Source: an optimization exercise on an open RTL-to-GDS flow (aim: small area). Production flows keep margins and buffers that such runs may drop. At most, simulation tests tie the RTL to the original design; equivalence was not proved. Power and IR drop assume default switching activity.

==> trial 3 <==
Design cfg_extract_top, start of the top module:
module cfg_extract_top (
    input  logic                                axis_clk,
    input  logic                                aresetn,
    input  logic [cfg_extract_pkg::DATA_W-1:0]  i_ctrl_tdata,
    input  logic [cfg_extract_pkg::KEEP_W-1:0]  i_ctrl_tkeep,
    input  logic                                i_ctrl_tvalid,
    input  logic                                i_ctrl_tlast,
    output logic [cfg_extract_pkg::DATA_W-1:0]  o_ctrl_tdata,
    output logic [cfg_extract_pkg::KEEP_W-1:0]  o_ctrl_tkeep,
    output logic                                o_ctrl_tvalid,
    output logic                                o_ctrl_tlast,
    output logic [cfg_extract_pkg::CFG_W-1:0]   o_cfg_info,
    output logic                                o_cfg_update
);
export LEC_CHECK = 0
export CAP_MARGIN = 20
export CORE_AREA = 10 10 470 470
export DIE_AREA = 0 0 480 480
export SLEW_MARGIN = 20
create_clock -name core_clock -period 5.0 [get_ports {axis_clk}]
run.sh (not shown) runs the stock make flow with config.mk's settings and CLKGATE_MAP_FILE= SYNTH_SCRIPT=/design/flow/synth_recipe.tcl, a recipe that flattens the netlist after the stock synthesis.
==> inputs of build 68, as changes to trial 3 <==
--- a/flow/design.v
+++ b/flow/design.v
@@ -29,16 +29,15 @@
 `timescale 1ns/100ps
 module cfg_rx_fsm (
     input  logic                                    axis_clk,
     input  logic                                    aresetn,
     input  cfg_extract_pkg::beat_u                  i_tdata,
     input  logic                                    i_tvalid,
     input  logic                                    i_tlast,
-    output logic                                    o_seg_wr,
-    output logic [cfg_extract_pkg::SEG_IDX_W-1:0]   o_seg_sel,
+    output logic                                    o_load,      
     output logic                                    o_commit,
     output logic                                    o_pass
 );
     logic [cfg_extract_pkg::STATE_W-1:0]    state;
     logic [cfg_extract_pkg::STATE_W-1:0]    state_nxt;
     logic [cfg_extract_pkg::SEG_IDX_W-1:0]  seg_cnt;     
     logic                                   first_beat;
@@ -94,105 +93,95 @@
             state <= state_nxt;
             if (state != cfg_extract_pkg::ST_LOAD)
                 seg_cnt <= '0;
             else if (i_tvalid)
                 seg_cnt <= seg_cnt + 1'b1;   
         end
     end
-    assign o_seg_wr  = (state == cfg_extract_pkg::ST_LOAD) && i_tvalid;
-    assign o_seg_sel = seg_cnt;
-    assign o_commit  = o_seg_wr && last_seg && i_tlast;
+    assign o_load    = (state == cfg_extract_pkg::ST_LOAD);
+    assign o_commit  = o_load && i_tvalid && last_seg && i_tlast;
     assign o_pass = (state == cfg_extract_pkg::ST_HDR2 && i_tvalid && !id_match) ||
                     state == cfg_extract_pkg::ST_FWD ||
                     state == cfg_extract_pkg::ST_FWD_TAIL;
 endmodule
 `timescale 1ns/100ps
 module cfg_table_store (
     input  logic                                    axis_clk,
     input  logic                                    aresetn,
-    input  cfg_extract_pkg::beat_u                  i_tdata,
-    input  logic                                    i_seg_wr,
-    input  logic [cfg_extract_pkg::SEG_IDX_W-1:0]   i_seg_sel,
+    input  logic [cfg_extract_pkg::DATA_W-1:0]      i_tdata,
+    input  logic [3*cfg_extract_pkg::DATA_W-1:0]    i_shadow,    
     input  logic                                    i_commit,
     output logic [cfg_extract_pkg::CFG_W-1:0]       o_cfg_info,
     output logic                                    o_cfg_update
 );
-    logic [cfg_extract_pkg::LANES-1:0][cfg_extract_pkg::ORDER_W-1:0]   swapped;
-    logic [cfg_extract_pkg::NUM_SEG-1:0][cfg_extract_pkg::DATA_W-1:0]  shadow;
-    logic [cfg_extract_pkg::NUM_SEG-1:0][cfg_extract_pkg::DATA_W-1:0]  table_nxt;
+    logic [cfg_extract_pkg::CFG_W/cfg_extract_pkg::ORDER_W-1:0][cfg_extract_pkg::ORDER_W-1:0] payload;
+    logic [cfg_extract_pkg::CFG_W/cfg_extract_pkg::ORDER_W-1:0][cfg_extract_pkg::ORDER_W-1:0] swapped;
+    assign payload = {i_tdata, i_shadow};
     always_comb begin
-        for (int k = 0; k < cfg_extract_pkg::LANES; k++) begin
-            swapped[k] = {i_tdata.lane[k][cfg_extract_pkg::ORDER_W/2-1:0],
-                          i_tdata.lane[k][cfg_extract_pkg::ORDER_W-1:cfg_extract_pkg::ORDER_W/2]};
+        for (int k = 0; k < cfg_extract_pkg::CFG_W / cfg_extract_pkg::ORDER_W; k++) begin
+            swapped[k] = {payload[k][cfg_extract_pkg::ORDER_W/2-1:0],
+                          payload[k][cfg_extract_pkg::ORDER_W-1:cfg_extract_pkg::ORDER_W/2]};
         end
-    end
-    always_ff @(posedge axis_clk) begin
-        if (i_seg_wr)
-            shadow[i_seg_sel] <= swapped;
-    end
-    always_comb begin
-        table_nxt = shadow;
-        if (i_seg_wr)
-            table_nxt[i_seg_sel] = swapped;
     end
     always_ff @(posedge axis_clk) begin
         if (!aresetn) begin
             o_cfg_info   <= '0;
             o_cfg_update <= 1'b0;
         end else begin
             o_cfg_update <= i_commit;    
             if (i_commit)
-                o_cfg_info <= table_nxt;
+                o_cfg_info <= swapped;
         end
     end
 endmodule
 `timescale 1ns/100ps
 module ctrl_bypass (
     input  logic                                axis_clk,
     input  logic                                aresetn,
     input  logic [cfg_extract_pkg::DATA_W-1:0]  i_tdata,
     input  logic [cfg_extract_pkg::KEEP_W-1:0]  i_tkeep,
     input  logic                                i_tvalid,
     input  logic                                i_tlast,
     input  logic                                i_pass,
+    input  logic                                i_load,
     output logic [cfg_extract_pkg::DATA_W-1:0]  o_tdata,
     output logic [cfg_extract_pkg::KEEP_W-1:0]  o_tkeep,
     output logic                                o_tvalid,
-    output logic                                o_tlast
+    output logic                                o_tlast,
+    output logic [3*cfg_extract_pkg::DATA_W-1:0] o_shadow   
 );
     logic [cfg_extract_pkg::DATA_W-1:0] s1_data;
+    logic [cfg_extract_pkg::DATA_W-1:0] s3_data;
     logic [cfg_extract_pkg::KEEP_W-1:0] s1_keep;
     logic                               s1_valid;
     logic                               s1_last;
     always_ff @(posedge axis_clk) begin
-        if (!aresetn) begin
-            s1_valid <= 1'b0;
-            s1_last  <= 1'b0;
-        end else begin
-            s1_valid <= i_tvalid;    
-            s1_last  <= i_tlast;
-        end
-    end
-    always_ff @(posedge axis_clk) begin
-        s1_data <= i_tdata;
-        s1_keep <= i_tkeep;
-    end
-    always_ff @(posedge axis_clk) begin
-        if (!aresetn) begin
+        s1_valid <= i_tvalid;    
+        s1_last  <= i_tlast;
+        s1_keep  <= i_tkeep;
+        if (i_tvalid)
+            s1_data <= i_tdata;
+    end
+    always_ff @(posedge axis_clk) begin
+        if (!aresetn)
             o_tvalid <= 1'b0;
-            o_tlast  <= 1'b0;
-        end else begin
+        else
             o_tvalid <= i_pass && s1_valid;
-            o_tlast  <= i_pass && s1_last;
-        end
-    end
-    always_ff @(posedge axis_clk) begin
-        o_tdata <= i_pass ? s1_data : '0;    
-        o_tkeep <= i_pass ? s1_keep : '0;
-    end
+    end
+    always_ff @(posedge axis_clk) begin
+        o_tlast <= s1_last;
+        o_tkeep <= s1_keep;
+        if (!i_load || i_tvalid)
+            o_tdata <= s1_data;
+    end
+    always_ff @(posedge axis_clk) begin
+        if (i_load && i_tvalid)
+            s3_data <= o_tdata;
+    end
+    assign o_shadow = {s1_data, o_tdata, s3_data};
 endmodule
 `timescale 1ns/100ps
 module cfg_extract_top (
     input  logic                                axis_clk,
     input  logic                                aresetn,
     input  logic [cfg_extract_pkg::DATA_W-1:0]  i_ctrl_tdata,
     input  logic [cfg_extract_pkg::KEEP_W-1:0]  i_ctrl_tkeep,
@@ -201,46 +190,46 @@
     output logic [cfg_extract_pkg::DATA_W-1:0]  o_ctrl_tdata,
     output logic [cfg_extract_pkg::KEEP_W-1:0]  o_ctrl_tkeep,
     output logic                                o_ctrl_tvalid,
     output logic                                o_ctrl_tlast,
     output logic [cfg_extract_pkg::CFG_W-1:0]   o_cfg_info,
     output logic                                o_cfg_update
 );
-    logic                                   seg_wr;
-    logic [cfg_extract_pkg::SEG_IDX_W-1:0]  seg_sel;
+    logic                                   load;
     logic                                   commit;
     logic                                   pass;    
+    logic [3*cfg_extract_pkg::DATA_W-1:0]   shadow;
     cfg_rx_fsm u_rx_fsm (
         .axis_clk  (axis_clk),
         .aresetn   (aresetn),
         .i_tdata   (i_ctrl_tdata),
         .i_tvalid  (i_ctrl_tvalid),
         .i_tlast   (i_ctrl_tlast),
-        .o_seg_wr  (seg_wr),
-        .o_seg_sel (seg_sel),
+        .o_load    (load),
         .o_commit  (commit),
         .o_pass    (pass)
     );
     cfg_table_store u_table_store (
         .axis_clk     (axis_clk),
         .aresetn      (aresetn),
         .i_tdata      (i_ctrl_tdata),
-        .i_seg_wr     (seg_wr),
-        .i_seg_sel    (seg_sel),
+        .i_shadow     (shadow),
         .i_commit     (commit),
         .o_cfg_info   (o_cfg_info),
         .o_cfg_update (o_cfg_update)
     );
     ctrl_bypass u_bypass (
         .axis_clk (axis_clk),
         .aresetn  (aresetn),
         .i_tdata  (i_ctrl_tdata),
         .i_tkeep  (i_ctrl_tkeep),
         .i_tvalid (i_ctrl_tvalid),
         .i_tlast  (i_ctrl_tlast),
         .i_pass   (pass),
+        .i_load   (load),
         .o_tdata  (o_ctrl_tdata),
         .o_tkeep  (o_ctrl_tkeep),
         .o_tvalid (o_ctrl_tvalid),
-        .o_tlast  (o_ctrl_tlast)
+        .o_tlast  (o_ctrl_tlast),
+        .o_shadow (shadow)
     );
 endmodule
==> inputs of build 34, as changes to trial 3 <==
--- a/flow/design.v
+++ b/flow/design.v
@@ -29,16 +29,15 @@
 `timescale 1ns/100ps
 module cfg_rx_fsm (
     input  logic                                    axis_clk,
     input  logic                                    aresetn,
     input  cfg_extract_pkg::beat_u                  i_tdata,
     input  logic                                    i_tvalid,
     input  logic                                    i_tlast,
-    output logic                                    o_seg_wr,
-    output logic [cfg_extract_pkg::SEG_IDX_W-1:0]   o_seg_sel,
+    output logic                                    o_load,      
     output logic                                    o_commit,
     output logic                                    o_pass
 );
     logic [cfg_extract_pkg::STATE_W-1:0]    state;
     logic [cfg_extract_pkg::STATE_W-1:0]    state_nxt;
     logic [cfg_extract_pkg::SEG_IDX_W-1:0]  seg_cnt;     
     logic                                   first_beat;
@@ -94,105 +93,115 @@
             state <= state_nxt;
             if (state != cfg_extract_pkg::ST_LOAD)
                 seg_cnt <= '0;
             else if (i_tvalid)
                 seg_cnt <= seg_cnt + 1'b1;   
         end
     end
-    assign o_seg_wr  = (state == cfg_extract_pkg::ST_LOAD) && i_tvalid;
-    assign o_seg_sel = seg_cnt;
-    assign o_commit  = o_seg_wr && last_seg && i_tlast;
+    assign o_load    = (state == cfg_extract_pkg::ST_LOAD);
+    assign o_commit  = o_load && i_tvalid && last_seg && i_tlast;
     assign o_pass = (state == cfg_extract_pkg::ST_HDR2 && i_tvalid && !id_match) ||
                     state == cfg_extract_pkg::ST_FWD ||
                     state == cfg_extract_pkg::ST_FWD_TAIL;
 endmodule
 `timescale 1ns/100ps
 module cfg_table_store (
     input  logic                                    axis_clk,
     input  logic                                    aresetn,
-    input  cfg_extract_pkg::beat_u                  i_tdata,
-    input  logic                                    i_seg_wr,
-    input  logic [cfg_extract_pkg::SEG_IDX_W-1:0]   i_seg_sel,
+    input  logic [cfg_extract_pkg::DATA_W-1:0]      i_tdata,
+    input  logic [3*cfg_extract_pkg::DATA_W-1:0]    i_shadow,    
     input  logic                                    i_commit,
     output logic [cfg_extract_pkg::CFG_W-1:0]       o_cfg_info,
     output logic                                    o_cfg_update
 );
-    logic [cfg_extract_pkg::LANES-1:0][cfg_extract_pkg::ORDER_W-1:0]   swapped;
-    logic [cfg_extract_pkg::NUM_SEG-1:0][cfg_extract_pkg::DATA_W-1:0]  shadow;
-    logic [cfg_extract_pkg::NUM_SEG-1:0][cfg_extract_pkg::DATA_W-1:0]  table_nxt;
+    logic [cfg_extract_pkg::CFG_W/cfg_extract_pkg::ORDER_W-1:0][cfg_extract_pkg::ORDER_W-1:0] payload;
+    logic [cfg_extract_pkg::CFG_W/cfg_extract_pkg::ORDER_W-1:0][cfg_extract_pkg::ORDER_W-1:0] swapped;
+    assign payload = {i_tdata, i_shadow};
     always_comb begin
-        for (int k = 0; k < cfg_extract_pkg::LANES; k++) begin
-            swapped[k] = {i_tdata.lane[k][cfg_extract_pkg::ORDER_W/2-1:0],
-                          i_tdata.lane[k][cfg_extract_pkg::ORDER_W-1:cfg_extract_pkg::ORDER_W/2]};
+        for (int k = 0; k < cfg_extract_pkg::CFG_W / cfg_extract_pkg::ORDER_W; k++) begin
+            swapped[k] = {payload[k][cfg_extract_pkg::ORDER_W/2-1:0],
+                          payload[k][cfg_extract_pkg::ORDER_W-1:cfg_extract_pkg::ORDER_W/2]};
         end
     end
-    always_ff @(posedge axis_clk) begin
-        if (i_seg_wr)
-            shadow[i_seg_sel] <= swapped;
-    end
-    always_comb begin
-        table_nxt = shadow;
-        if (i_seg_wr)
-            table_nxt[i_seg_sel] = swapped;
-    end
-    always_ff @(posedge axis_clk) begin
-        if (!aresetn) begin
-            o_cfg_info   <= '0;
-            o_cfg_update <= 1'b0;
-        end else begin
-            o_cfg_update <= i_commit;    
-            if (i_commit)
-                o_cfg_info <= table_nxt;
-        end
-    end
+    logic ld, hold;
+    assign ld   = aresetn &&  i_commit;
+    assign hold = aresetn && !i_commit;
+    always_ff @(posedge axis_clk)
+        o_cfg_update <= ld;              
+    for (genvar b = 0; b < cfg_extract_pkg::CFG_W; b++) begin : g_bit
+        cfg_hold_bit u_bit (
+            .axis_clk (axis_clk),
+            .i_new    (swapped[b/cfg_extract_pkg::ORDER_W][b%cfg_extract_pkg::ORDER_W]),
+            .i_ld     (ld),
+            .i_hold   (hold),
+            .o_q      (o_cfg_info[b])
+        );
+    end
+endmodule
+module cfg_hold_bit (
+    input  logic axis_clk,
+    input  logic i_new,
+    input  logic i_ld,
+    input  logic i_hold,
+    output logic o_q
+);
+    always_ff @(posedge axis_clk)
+        o_q <= (i_new & i_ld) | (o_q & i_hold);
 endmodule
 `timescale 1ns/100ps
 module ctrl_bypass (
     input  logic                                axis_clk,
     input  logic                                aresetn,
     input  logic [cfg_extract_pkg::DATA_W-1:0]  i_tdata,
     input  logic [cfg_extract_pkg::KEEP_W-1:0]  i_tkeep,
     input  logic                                i_tvalid,
     input  logic                                i_tlast,
     input  logic                                i_pass,
+    input  logic                                i_load,
     output logic [cfg_extract_pkg::DATA_W-1:0]  o_tdata,
     output logic [cfg_extract_pkg::KEEP_W-1:0]  o_tkeep,
     output logic                                o_tvalid,
-    output logic                                o_tlast
+    output logic                                o_tlast,
+    output logic [3*cfg_extract_pkg::DATA_W-1:0] o_shadow   
 );
     logic [cfg_extract_pkg::DATA_W-1:0] s1_data;
+    logic [cfg_extract_pkg::DATA_W-1:0] s3_data;
     logic [cfg_extract_pkg::KEEP_W-1:0] s1_keep;
     logic                               s1_valid;
     logic                               s1_last;
-    always_ff @(posedge axis_clk) begin
-        if (!aresetn) begin
-            s1_valid <= 1'b0;
-            s1_last  <= 1'b0;
-        end else begin
-            s1_valid <= i_tvalid;    
-            s1_last  <= i_tlast;
-        end
-    end
-    always_ff @(posedge axis_clk) begin
-        s1_data <= i_tdata;
-        s1_keep <= i_tkeep;
-    end
-    always_ff @(posedge axis_clk) begin
-        if (!aresetn) begin
+    logic s1_ld, s1_hold;    
+    logic s2_ld, s2_hold;    
+    logic s3_ld, s3_hold;    
+    assign s1_ld   =  i_tvalid;
+    assign s1_hold = !i_tvalid;
+    assign s2_ld   = !i_load ||  i_tvalid;
+    assign s2_hold =  i_load && !i_tvalid;
+    assign s3_ld   =  i_load &&  i_tvalid;
+    assign s3_hold = !s3_ld;
+    always_ff @(posedge axis_clk) begin
+        s1_valid <= i_tvalid;    
+        s1_last  <= i_tlast;
+        s1_keep  <= i_tkeep;
+    end
+    always_ff @(posedge axis_clk) begin
+        if (!aresetn)
             o_tvalid <= 1'b0;
-            o_tlast  <= 1'b0;
-        end else begin
+        else
             o_tvalid <= i_pass && s1_valid;
-            o_tlast  <= i_pass && s1_last;
-        end
-    end
-    always_ff @(posedge axis_clk) begin
-        o_tdata <= i_pass ? s1_data : '0;    
-        o_tkeep <= i_pass ? s1_keep : '0;
-    end
+    end
+    always_ff @(posedge axis_clk) begin
+        o_tlast <= s1_last;
+        o_tkeep <= s1_keep;
+    end
+    for (genvar b = 0; b < cfg_extract_pkg::DATA_W; b++) begin : g_bit
+        cfg_hold_bit u_s1 (.axis_clk(axis_clk), .i_new(i_tdata[b]), .i_ld(s1_ld), .i_hold(s1_hold), .o_q(s1_data[b]));
+        cfg_hold_bit u_s2 (.axis_clk(axis_clk), .i_new(s1_data[b]), .i_ld(s2_ld), .i_hold(s2_hold), .o_q(o_tdata[b]));
+        cfg_hold_bit u_s3 (.axis_clk(axis_clk), .i_new(o_tdata[b]), .i_ld(s3_ld), .i_hold(s3_hold), .o_q(s3_data[b]));
+    end
+    assign o_shadow = {s1_data, o_tdata, s3_data};
 endmodule
 `timescale 1ns/100ps
 module cfg_extract_top (
     input  logic                                axis_clk,
     input  logic                                aresetn,
     input  logic [cfg_extract_pkg::DATA_W-1:0]  i_ctrl_tdata,
     input  logic [cfg_extract_pkg::KEEP_W-1:0]  i_ctrl_tkeep,
@@ -201,46 +210,46 @@
     output logic [cfg_extract_pkg::DATA_W-1:0]  o_ctrl_tdata,
     output logic [cfg_extract_pkg::KEEP_W-1:0]  o_ctrl_tkeep,
     output logic                                o_ctrl_tvalid,
     output logic                                o_ctrl_tlast,
     output logic [cfg_extract_pkg::CFG_W-1:0]   o_cfg_info,
     output logic                                o_cfg_update
 );
-    logic                                   seg_wr;
-    logic [cfg_extract_pkg::SEG_IDX_W-1:0]  seg_sel;
+    logic                                   load;
     logic                                   commit;
     logic                                   pass;    
+    logic [3*cfg_extract_pkg::DATA_W-1:0]   shadow;
     cfg_rx_fsm u_rx_fsm (
         .axis_clk  (axis_clk),
         .aresetn   (aresetn),
         .i_tdata   (i_ctrl_tdata),
         .i_tvalid  (i_ctrl_tvalid),
         .i_tlast   (i_ctrl_tlast),
-        .o_seg_wr  (seg_wr),
-        .o_seg_sel (seg_sel),
+        .o_load    (load),
         .o_commit  (commit),
         .o_pass    (pass)
     );
     cfg_table_store u_table_store (
         .axis_clk     (axis_clk),
         .aresetn      (aresetn),
         .i_tdata      (i_ctrl_tdata),
-        .i_seg_wr     (seg_wr),
-        .i_seg_sel    (seg_sel),
+        .i_shadow     (shadow),
         .i_commit     (commit),
         .o_cfg_info   (o_cfg_info),
         .o_cfg_update (o_cfg_update)
     );
     ctrl_bypass u_bypass (
         .axis_clk (axis_clk),
         .aresetn  (aresetn),
         .i_tdata  (i_ctrl_tdata),
         .i_tkeep  (i_ctrl_tkeep),
         .i_tvalid (i_ctrl_tvalid),
         .i_tlast  (i_ctrl_tlast),
         .i_pass   (pass),
+        .i_load   (load),
         .o_tdata  (o_ctrl_tdata),
         .o_tkeep  (o_ctrl_tkeep),
         .o_tvalid (o_ctrl_tvalid),
-        .o_tlast  (o_ctrl_tlast)
+        .o_tlast  (o_ctrl_tlast),
+        .o_shadow (shadow)
     );
 endmodule
==> flow/flow/run.sh (new file) <==
#!/bin/bash
# Standard layout, with the smallest buffer on every port instead of the default delay buffer.
set -euo pipefail
export BUFFER_PORTS_ARGS="-buffer_cell sky130_fd_sc_hd__buf_1"
bash standard.sh finish > orfs_make.log 2>&1
==> flow/standard.sh (new file) <==
#!/bin/bash
# synth_recipe.tcl (not shown) runs the flow's synth.tcl, then flattens the netlist and writes it again
# the make line also repeats each setting of config.mk as NAME=value (left out here)
make -C /OpenROAD-flow-scripts/flow DESIGN_CONFIG=/design/flow/config.mk WORK_HOME=/design/flow/orfs CLKGATE_MAP_FILE= SYNTH_SCRIPT=/design/flow/synth_recipe.tcl "${@:-finish}"
- SYNTH_HIERARCHICAL: unset -> 1
- SYNTH_MINIMUM_KEEP_SIZE: unset -> 0
removed: flow/run.sh
==> qor summary <==
| item | build 34 | trial 3 | build 68 |
|---|---|---|---|
| Result of the run | finished clean | finished clean | finished clean |
| Skew final | 0.03965 ns | 0.07089 ns | 0.04949 ns |
| M1 GR Usage | 0.2615 | 0.3402 | 0.3299 |
| Total power divided by cell area | 477.5 nW/um^2 | 417.0 nW/um^2 | 365.9 nW/um^2 |
| Post-Synth XOR/XNOR Area | 0.0001582 | 0.0001060 | 0.0001289 |
| Worst IR drop on VDD | 379.3 uV | 340.1 uV | 341.0 uV |
| Vias after detailed routing | 44080 | 63630 | 53670 |
| Internal Power | 25540 uW | 35610 uW | 25370 uW |
| Half-perimeter wire length after placement | 197600 um | 236600 um | 236400 um |
| Share of the synthesized area in compound gates (AO/OA/AOI/OAI) | 0.2858 | 0.2572 | 0.1898 |
| Net Sw Power | 8190 uW | 10170 uW | 7893 uW |
| Category of the critical setup timing path | reg -> reg | in -> reg | reg -> out |
| Deepest clock path buffer count | 3 | 4 | 3 |
For trial 3, only the layout was checked, not whether the RTL still works.

-- static timing again, ports no longer ideal --
No port has a modelled driver above. Below, the same layouts with a new extraction and two added sets of constraints. Step 1 assumes that a clkbuf_16 drives the clock port and a buf_2 every other input. Step 2 also shifts input and output timing later by t, the mid clock arrival at the registers, as if the neighbouring blocks saw the same clock. Slacks: ideal / step 1 / step 2; pairs: ideal / step 1.
run | t (ns) | setup slack, ns | worst setup path after step 2 | worst data-port slew with drivers (ns)
trial 3 | 0.992 | 1.538 / 1.483 / 0.491 | input to register | 0.26
build 68 | 0.920 | 1.572 / 1.488 / 1.296 | input to register | 0.39
build 34 | 0.906 | 1.877 / 1.877 / 1.601 | input to register | 0.22
After both steps every run listed still meets setup and hold. The setup slack of trial 3, which loses most, moves by -0.055 ns with the drivers and by -1.047 ns with both steps.
